Context: an optimization exercise on an open-source flow, tuned for small area, a short achievable clock period and few clock cycles per item. The choices shown serve that exercise and are no tape-out recipe.
Only simulation tests tie the RTL to the original design; equivalence was not proved.

Design fc_top, start of the top module:
module fc_top (
  input  logic        clk,
  input  logic        rst_n,
  input  logic        act_valid,
  input  logic [15:0] act_data,
  output logic        act_ready,
  input  logic        weight_valid,
  input  logic [23:0] weight_data,
  output logic        weight_ready,
  output logic        result_valid,
  output logic [48:0] result,
  input  logic        result_ready
);
  logic [15:0] ring [8];        
  logic [2:0]  tk;              
  logic [2:0]  a_idx;           
  logic        a_ahead;         
  logic        wr;
  logic        idle;
  logic [2:0]  m_idx;           
  logic        m_ph;            
  logic        wx;              
  logic        w_last;
  logic [23:0] w_r;
  logic        s1_first, s1_last, s1_ph;
  logic        s1_first_n;      
  logic        s1_v, s1_z;      
  logic        s2_last, s2_ph;
  logic        pend;            
  logic        pend_g;
  logic        res_load;
  assign idle = !a_ahead && (a_idx == 3'd0) && !m_ph && (m_idx == 3'd0);
  assign wr = act_valid && a_rdy;
  assign wx     = weight_valid && !w_rdy_n;
  assign w_last = (m_idx == 3'd7);
  assign res_load = pend && (!result_valid || result_ready);
  always_ff @(posedge clk)
  ...
Size: about 2600 cells after synthesis, ~540 flip-flops, roughly 97 I/O pins, roughly 0.028 sq mm of cells after synthesis.
clock: 6.0 ns
lec_check: 0
abc_clock_period_in_ps: 2600
cap_margin: 20
core_margin: 2
core_utilization: 40
cts_buf_list: sky130_fd_sc_hd__clkbuf_8 sky130_fd_sc_hd__clkbuf_16
cts_cluster_diameter: 80
cts_cluster_size: 24
place_density: 0.6
setup_slack_margin: 3.7
slew_margin: 20
tns_end_percent: 10
standard.sh (not shown) runs the stock make flow with config.mk's settings and CLKGATE_MAP_FILE= SYNTH_SCRIPT=/design/flow/synth_recipe.tcl, a recipe that flattens the netlist after the stock synthesis.
==> flow/flow/run.sh <==
#!/bin/bash
# The standard layout (the standard.sh, unchanged synthesis and steps), with
# one change: the port buffers that placement inserts are plain buf_2 cells
# rather than the delay-cell buffers the resizer picks by default, which later
# repair (restricted to the same cell footprint) cannot resize.
set -euo pipefail
bash standard.sh "BUFFER_PORTS_ARGS=-buffer_cell sky130_fd_sc_hd__buf_2" finish > standard.log 2>&1
Testbench counts at the start, summed over its fixed seeds: cycles 5,160, vectors 320.
Then changed:
--- a/flow/config.mk
+++ b/flow/config.mk
@@ -9,10 +9,9 @@
 export CAP_MARGIN = 20
 export CORE_MARGIN = 2
-export CORE_UTILIZATION = 40
+export CORE_UTILIZATION = 47
 export CTS_BUF_LIST = sky130_fd_sc_hd__clkbuf_8 sky130_fd_sc_hd__clkbuf_16
 export CTS_CLUSTER_DIAMETER = 80
 export CTS_CLUSTER_SIZE = 24
-export PLACE_DENSITY = 0.6
-export SETUP_SLACK_MARGIN = 3.7
+export PLACE_DENSITY = 0.65
+export SETUP_SLACK_MARGIN = 3.6
 export SLEW_MARGIN = 20
-export TNS_END_PERCENT = 10
- cell count goes down by 4.1%
- design area goes down by 2.2%
- hold slack is worse by 0.0069 ns
- count of clock-buffer cells in the layout fell by 3
- synthesized cell count does not change
- synthesized area does not change
Then changed:
--- a/flow/config.mk
+++ b/flow/config.mk
@@ -9,9 +9,9 @@
 export CAP_MARGIN = 20
 export CORE_MARGIN = 2
-export CORE_UTILIZATION = 47
+export CORE_UTILIZATION = 40
 export CTS_BUF_LIST = sky130_fd_sc_hd__clkbuf_8 sky130_fd_sc_hd__clkbuf_16
 export CTS_CLUSTER_DIAMETER = 80
 export CTS_CLUSTER_SIZE = 24
-export PLACE_DENSITY = 0.65
-export SETUP_SLACK_MARGIN = 3.6
+export PLACE_DENSITY = 0.6
+export SETUP_SLACK_MARGIN = 3.65
 export SLEW_MARGIN = 20
Effect: The changed run completed with no timing, DRC or antenna violations; final cell count came out higher by 5.3%; worst hold slack barely changes; register-to-register slack barely changes; count of clock-buffer cells in the layout came out higher by 4; final area came out higher by 4.1%; clock skew came out lower by 0.0042 ns.
Then changed:
==> flow/run.sh (new file) <==
#!/bin/bash
# synth_recipe.tcl (not shown) runs the flow's synth.tcl, then flattens the netlist and writes it again
# the make line also repeats each setting of config.mk as NAME=value (left out here)
make -C /OpenROAD-flow-scripts/flow DESIGN_CONFIG=/design/flow/config.mk WORK_HOME=/design/flow/orfs CLKGATE_MAP_FILE= SYNTH_SCRIPT=/design/flow/synth_recipe.tcl finish
--- a/flow/config.mk
+++ b/flow/config.mk
@@ -14,4 +14,4 @@
 export CTS_CLUSTER_SIZE = 24
 export PLACE_DENSITY = 0.6
-export SETUP_SLACK_MARGIN = 3.65
+export SETUP_SLACK_MARGIN = 3.6
 export SLEW_MARGIN = 20
removed: flow/flow/run.sh
removed: flow/standard.sh
Maximum frequency came out lower by 2.4%.
Routed wire length came out lower by 1.3%.
Cell count came out lower by 1.3%.
Final area came out lower by 1.9%.
Global-route usage came out lower by 0.45 points.
Via count came out lower by 1.4%.
Then changed:
==> flow/flow/run.sh (new file) <==
#!/bin/bash
# The standard layout (the standard.sh, unchanged synthesis and steps), with
# one change: the port buffers that placement inserts are plain buf_2 cells
# rather than the delay-cell buffers the resizer picks by default, which later
# repair (restricted to the same cell footprint) cannot resize.
set -euo pipefail
bash standard.sh "BUFFER_PORTS_ARGS=-buffer_cell sky130_fd_sc_hd__buf_2" finish > standard.log 2>&1
==> flow/standard.sh (new file) <==
#!/bin/bash
# synth_recipe.tcl (not shown) runs the flow's synth.tcl, then flattens the netlist and writes it again
# the make line also repeats each setting of config.mk as NAME=value (left out here)
make -C /OpenROAD-flow-scripts/flow DESIGN_CONFIG=/design/flow/config.mk WORK_HOME=/design/flow/orfs CLKGATE_MAP_FILE= SYNTH_SCRIPT=/design/flow/synth_recipe.tcl "${@:-finish}"
--- a/flow/config.mk
+++ b/flow/config.mk
@@ -14,4 +14,4 @@
 export CTS_CLUSTER_SIZE = 24
 export PLACE_DENSITY = 0.6
-export SETUP_SLACK_MARGIN = 3.6
+export SETUP_SLACK_MARGIN = 3.7
 export SLEW_MARGIN = 20
removed: flow/run.sh
Effect:
- final area rose by 3.1%
- area after synthesis does not change
- sequential share of layout area fell by 1.1 points
- utilization rose by 1.4 points

## job 4591
Another version of the RTL of fc_top (not shown whole).
Size in the first run: about 2,500 cells after synthesis, roughly 520 flip-flops, roughly 27,000 um^2 of cells after synthesis.
==> flow/config.mk <==
export PLATFORM = sky130hd
export DESIGN_NAME = fc_top
export DESIGN_NICKNAME = fc_top
export VERILOG_FILES = /design/flow/design.v
export SDC_FILE = /design/flow/constraint.sdc
export NUM_CORES = 4
export LEC_CHECK = 0
export ABC_CLOCK_PERIOD_IN_PS = 2600
export CAP_MARGIN = 20
export CORE_MARGIN = 2
export CORE_UTILIZATION = 40
export CTS_BUF_LIST = sky130_fd_sc_hd__clkbuf_4 sky130_fd_sc_hd__clkbuf_8
export CTS_CLUSTER_SIZE = 25
export PLACE_DENSITY = 0.6
export SETUP_SLACK_MARGIN = 3.2
export SLEW_MARGIN = 20
==> flow/constraint.sdc <==
create_clock -name core_clock -period 6.0 [get_ports {clk}]
set_input_delay 1.2000 -clock core_clock [delete_from_list [all_inputs] [get_ports {clk}]]
set_output_delay 1.2000 -clock core_clock [all_outputs]
set_load 0.01 [all_outputs]
run.sh (not shown) runs the stock make flow with config.mk's settings and CLKGATE_MAP_FILE= SYNTH_SCRIPT=/design/flow/synth_recipe.tcl, a recipe that flattens the netlist after the stock synthesis.
Stock flow here: none of the scripts above is used.
Testbench counts of job 4591, summed over its fixed seeds: cycles 5,160, vectors 320.
## Diff of input files: job 3539 against job 4591
# job 4591
export LEC_CHECK = 0
export ABC_CLOCK_PERIOD_IN_PS = 2600
export CAP_MARGIN = 20
export CORE_MARGIN = 2
export CORE_UTILIZATION = 40
export CTS_BUF_LIST = sky130_fd_sc_hd__clkbuf_4 sky130_fd_sc_hd__clkbuf_8
export CTS_CLUSTER_SIZE = 25
export PLACE_DENSITY = 0.6
export SETUP_SLACK_MARGIN = 3.2
export SLEW_MARGIN = 20
create_clock -name core_clock -period 6.0 [get_ports {clk}]
# job 3539
export LEC_CHECK = 0
export ABC_CLOCK_PERIOD_IN_PS = 2600
export CAP_MARGIN = 20
export CORE_MARGIN = 2
export CORE_UTILIZATION = 65
export PLACE_DENSITY = 0.75
export SETUP_SLACK_MARGIN = 3.4
export SLEW_MARGIN = 20
create_clock -name core_clock -period 6.0 [get_ports {clk}]
Results
Compared to job 4591, job 3539 has area of all placed cells without fillers 0.78% higher. Compared with job 4591, in job 3539 via density per instance went up by 14%, met2 wirelength from detailed routing increased by 1900 um relative to the old numbers, wire length reported by the detailed router has increased, synthesis-to-layout area growth increased 0.88 points.
For job 7008, these inputs were changed with respect to job 3539:
# job 3539
export LEC_CHECK = 0
export ABC_CLOCK_PERIOD_IN_PS = 2600
export CAP_MARGIN = 20
export CORE_MARGIN = 2
export CORE_UTILIZATION = 65
export PLACE_DENSITY = 0.75
export SETUP_SLACK_MARGIN = 3.4
export SLEW_MARGIN = 20
create_clock -name core_clock -period 6.0 [get_ports {clk}]
# job 7008
export LEC_CHECK = 0
export ABC_CLOCK_PERIOD_IN_PS = 2600
export CAP_MARGIN = 20
export CORE_MARGIN = 2
export CORE_UTILIZATION = 40
export CTS_BUF_LIST = sky130_fd_sc_hd__clkbuf_4 sky130_fd_sc_hd__clkbuf_8
export CTS_CLUSTER_SIZE = 25
export PLACE_DENSITY = 0.6
export SETUP_SLACK_MARGIN = 3.4
export SLEW_MARGIN = 20
create_clock -name core_clock -period 6.0 [get_ports {clk}]
[summary]
Job 7008 finished every stage and its layout cleared the timing, design-rule and antenna checks.
Summary of job 7008 over job 3539: number of buffers created by CTS shows an increase of 64%; transition time at the pin with the least slew margin up 0.046 ns; number of placement rows went up 21; final critical-path share of the clock period saw a decrease.

fc_top, a different RTL version from the one above (not shown whole).
Size: about 2400 cells after synthesis, about 97 I/O pins, about 0.027 mm^2 of cells after synthesis.
Settings: LEC_CHECK=0, ABC_CLOCK_PERIOD_IN_PS=2600, CAP_MARGIN=20, CORE_MARGIN=2, CORE_UTILIZATION=40, CTS_BUF_LIST=sky130_fd_sc_hd__clkbuf_4 sky130_fd_sc_hd__clkbuf_8, CTS_CLUSTER_SIZE=25, PLACE_DENSITY=0.6, SETUP_SLACK_MARGIN=3.6, SLEW_MARGIN=20; clock period 6.0 ns.
standard.sh (not shown) runs the stock make flow with config.mk's settings and CLKGATE_MAP_FILE= SYNTH_SCRIPT=/design/flow/synth_recipe.tcl, a recipe that flattens the netlist after the stock synthesis.
==> flow/flow/run.sh <==
#!/bin/bash
# The standard layout (the standard.sh, unchanged synthesis and steps), with
# one change: the port buffers that placement inserts are plain buf_2 cells
# rather than the delay-cell buffers the resizer picks by default, which later
# repair (restricted to the same cell footprint) cannot resize.
set -euo pipefail
bash standard.sh "BUFFER_PORTS_ARGS=-buffer_cell sky130_fd_sc_hd__buf_2" finish > standard.log 2>&1
Testbench counts at the start, summed over its fixed seeds: cycles 5,160, vectors 320.
Then changed:
==> flow/run.sh (new file) <==
#!/bin/bash
# synth_recipe.tcl (not shown) runs the flow's synth.tcl, then flattens the netlist and writes it again
# the make line also repeats each setting of config.mk as NAME=value (left out here)
make -C /OpenROAD-flow-scripts/flow DESIGN_CONFIG=/design/flow/config.mk WORK_HOME=/design/flow/orfs CLKGATE_MAP_FILE= SYNTH_SCRIPT=/design/flow/synth_recipe.tcl finish
Settings changed: CORE_UTILIZATION 40 to 55, PLACE_DENSITY 0.6 to 0.7, SETUP_SLACK_MARGIN 3.6 to 3.4.
removed: flow/flow/run.sh
removed: flow/standard.sh
Effect: The new run completed without violations. First-iteration DRC count came out higher by about 30%. Global-route usage came out higher by 5.3 points. Non-clock buffer count came out lower by 107. Die area came out lower by 27%. Via count came out lower by 2.6%. Synthesized cell count stays the same. Utilization came out higher by 15 points. Cell area came out lower by about 5%.
Then changed:
==> flow/flow/run.sh (new file) <==
#!/bin/bash
# The standard layout (the standard.sh, unchanged synthesis and steps), with
# one change: the port buffers that placement inserts are plain buf_2 cells
# rather than the delay-cell buffers the resizer picks by default, which later
# repair (restricted to the same cell footprint) cannot resize.
set -euo pipefail
bash standard.sh "BUFFER_PORTS_ARGS=-buffer_cell sky130_fd_sc_hd__buf_2" finish > standard.log 2>&1
==> flow/standard.sh (new file) <==
#!/bin/bash
# synth_recipe.tcl (not shown) runs the flow's synth.tcl, then flattens the netlist and writes it again
# the make line also repeats each setting of config.mk as NAME=value (left out here)
make -C /OpenROAD-flow-scripts/flow DESIGN_CONFIG=/design/flow/config.mk WORK_HOME=/design/flow/orfs CLKGATE_MAP_FILE= SYNTH_SCRIPT=/design/flow/synth_recipe.tcl "${@:-finish}"
Settings changed: CORE_UTILIZATION 55 to 40, PLACE_DENSITY 0.7 to 0.6.
removed: flow/run.sh
Result: The new run went through all stages and came out clean; die area increases by 37%; wire length increases by 4.0%; core utilization decreases by 17 points; global-route usage decreases by 6.2 points; synthesized area stays the same.

Another version of the RTL of fc_top (not shown whole).
Size: ~2600 cells after synthesis, ~540 flip-flops, ~0.028 mm2 of cells after synthesis.
export LEC_CHECK = 0
export ABC_CLOCK_PERIOD_IN_PS = 2600
export CAP_MARGIN = 20
export CORE_MARGIN = 2
export CORE_UTILIZATION = 40
export CTS_BUF_LIST = sky130_fd_sc_hd__clkbuf_4 sky130_fd_sc_hd__clkbuf_8
export CTS_CLUSTER_SIZE = 25
export PLACE_DENSITY = 0.6
export SETUP_SLACK_MARGIN = 3.4
export SLEW_MARGIN = 20
create_clock -name core_clock -period 6.0 [get_ports {clk}]
run.sh (not shown) runs the stock make flow with config.mk's settings and CLKGATE_MAP_FILE= SYNTH_SCRIPT=/design/flow/synth_recipe.tcl, a recipe that flattens the netlist after the stock synthesis.
Stock flow here: none of the scripts above is used.
Testbench counts at the start, summed over its fixed seeds: cycles 5,160, vectors 320.
Change:
==> flow/flow/run.sh (new file) <==
#!/bin/bash
# The standard layout (the standard.sh, unchanged synthesis and steps), with
# one change: the port buffers that placement inserts are plain buf_2 cells
# rather than the delay-cell buffers the resizer picks by default, which later
# repair (restricted to the same cell footprint) cannot resize.
set -euo pipefail
bash standard.sh "BUFFER_PORTS_ARGS=-buffer_cell sky130_fd_sc_hd__buf_2" finish > standard.log 2>&1
==> flow/standard.sh (new file) <==
#!/bin/bash
# synth_recipe.tcl (not shown) runs the flow's synth.tcl, then flattens the netlist and writes it again
# the make line also repeats each setting of config.mk as NAME=value (left out here)
make -C /OpenROAD-flow-scripts/flow DESIGN_CONFIG=/design/flow/config.mk WORK_HOME=/design/flow/orfs CLKGATE_MAP_FILE= SYNTH_SCRIPT=/design/flow/synth_recipe.tcl "${@:-finish}"
removed: flow/run.sh
Cell area came out lower by 1.0%.
Clock-buffer cell count rises by 7.
Cell count hardly moves.
Worst hold slack improves by 0.0092 ns.
Routed wire length decreases by 1.4%.

run 5:
Another version of the RTL of fc_top (not shown whole).
Size: ~540 flip-flops, ~97 I/O pins, ~28000 um^2 of cells after synthesis.
Settings: LEC_CHECK=0, ABC_CLOCK_PERIOD_IN_PS=2600, CAP_MARGIN=20, CORE_MARGIN=2, CORE_UTILIZATION=40, CTS_BUF_LIST=sky130_fd_sc_hd__clkbuf_4 sky130_fd_sc_hd__clkbuf_8, CTS_CLUSTER_SIZE=25, PLACE_DENSITY=0.6, SETUP_SLACK_MARGIN=3.55, SLEW_MARGIN=20; clock period 6.0 ns.
standard.sh (not shown) runs the stock make flow with config.mk's settings and CLKGATE_MAP_FILE= SYNTH_SCRIPT=/design/flow/synth_recipe.tcl, a recipe that flattens the netlist after the stock synthesis.
==> flow/flow/run.sh <==
#!/bin/bash
# The standard layout (the standard.sh, unchanged synthesis and steps), with
# one change: the port buffers that placement inserts are plain buf_2 cells
# rather than the delay-cell buffers the resizer picks by default, which later
# repair (restricted to the same cell footprint) cannot resize.
set -euo pipefail
bash standard.sh "BUFFER_PORTS_ARGS=-buffer_cell sky130_fd_sc_hd__buf_2" finish > standard.log 2>&1
Run 5 did not stop at any stage, and its layout met the timing, design-rule and antenna checks.
Testbench counts of run 5, summed over its fixed seeds: cycles 5,160, vectors 320.
Inputs modified between run 5 and run 3:
Settings: putting CTS_CLUSTER_DIAMETER at 100 where nothing was set; swapping sky130_fd_sc_hd__clkbuf_4 sky130_fd_sc_hd__clkbuf_8 for sky130_fd_sc_hd__clkbuf_16 in CTS_BUF_LIST; swapping 25 for 30 in CTS_CLUSTER_SIZE.
--- outcome ---
Run 3 | stages: all done | timing, DRC, antenna: all pass
Worst-case hold slack deteriorates in run 3 relative to run 5.
Maximum fanout along the worst path is higher on run 3
Between run 5 and run 3, setup slack increased.
Compared with run 5, run 3 shows total met3 wirelength after detailed routing that has gone down by more than 10%.
Run 5 -> run 3: async set-reset flop share out of synthesis delta 0, exact match
| count of inverters not on the clock network in the layout | run 5 vs run 3 | ≈ equal |
Run 3 vs run 5, routed wire length went down by about 2.3%.
Against run 5, run 3 comes in 0.30 points lower on global-route met2 utilization.

## separate check: timing with driven ports
How much do the figures lean on ideal ports? The routed layouts below were timed once more, with nothing changed but the port constraints. Step 1 (the two cells are an assumption about what drives the block):
set clk [get_ports {clk}]
set_driving_cell -lib_cell sky130_fd_sc_hd__clkbuf_16 $clk
set_driving_cell -lib_cell sky130_fd_sc_hd__buf_2 [delete_from_list [all_inputs] $clk]
Step 2 moves the port delays by t, midway between the first and last clock arrival at a register: inputs arrive t later, outputs are due t later. That takes back most of the time a late clock gives input paths. Three values: no drivers, after step 1, after step 2; two values: the first two.
run	t (ns)	setup slack, ns	hold WS [ns]
the first run of note 1	0.643	3.622 / 3.560 / 3.146	0.330 / 0.330 / 0.330
the second run of note 1	0.627	3.618 / 3.558 / 3.127	0.323 / 0.323 / 0.323
the third run of note 1	0.622	3.616 / 3.556 / 3.149	0.323 / 0.323 / 0.323
the fourth run of note 1	0.682	3.556 / 3.496 / 3.033	0.308 / 0.308 / 0.308
the fifth run of note 1	0.634	3.676 / 3.617 / 3.247	0.329 / 0.329 / 0.329
job 4591	0.718	3.269 / 3.210 / 2.634	0.319 / 0.319 / 0.319
job 3539	0.649	3.319 / 3.319 / 2.928	0.325 / 0.325 / 0.325
job 7008	0.708	3.342 / 3.342 / 2.839	0.317 / 0.317 / 0.317
the first run of note 3	0.740	3.407 / 3.393 / 3.049	0.300 / 0.300 / 0.300
the second run of note 3	0.708	3.339 / 3.339 / 2.847	0.324 / 0.324 / 0.324
the third run of note 3	0.734	3.371 / 3.371 / 3.132	0.302 / 0.302 / 0.302
the first run of note 4	0.740	3.462 / 3.402 / 3.032	0.305 / 0.305 / 0.305
the second run of note 4	0.733	3.398 / 3.339 / 3.161	0.314 / 0.314 / 0.314
run 5	0.738	3.549 / 3.492 / 3.023	0.316 / 0.316 / 0.316
run 3	0.653	3.610 / 3.551 / 3.056	0.311 / 0.311 / 0.311
After both steps every run listed still meets setup and hold. For job 4591, which loses most, drivers alone change the setup slack by -0.059 ns; drivers and shift together by -0.635 ns.
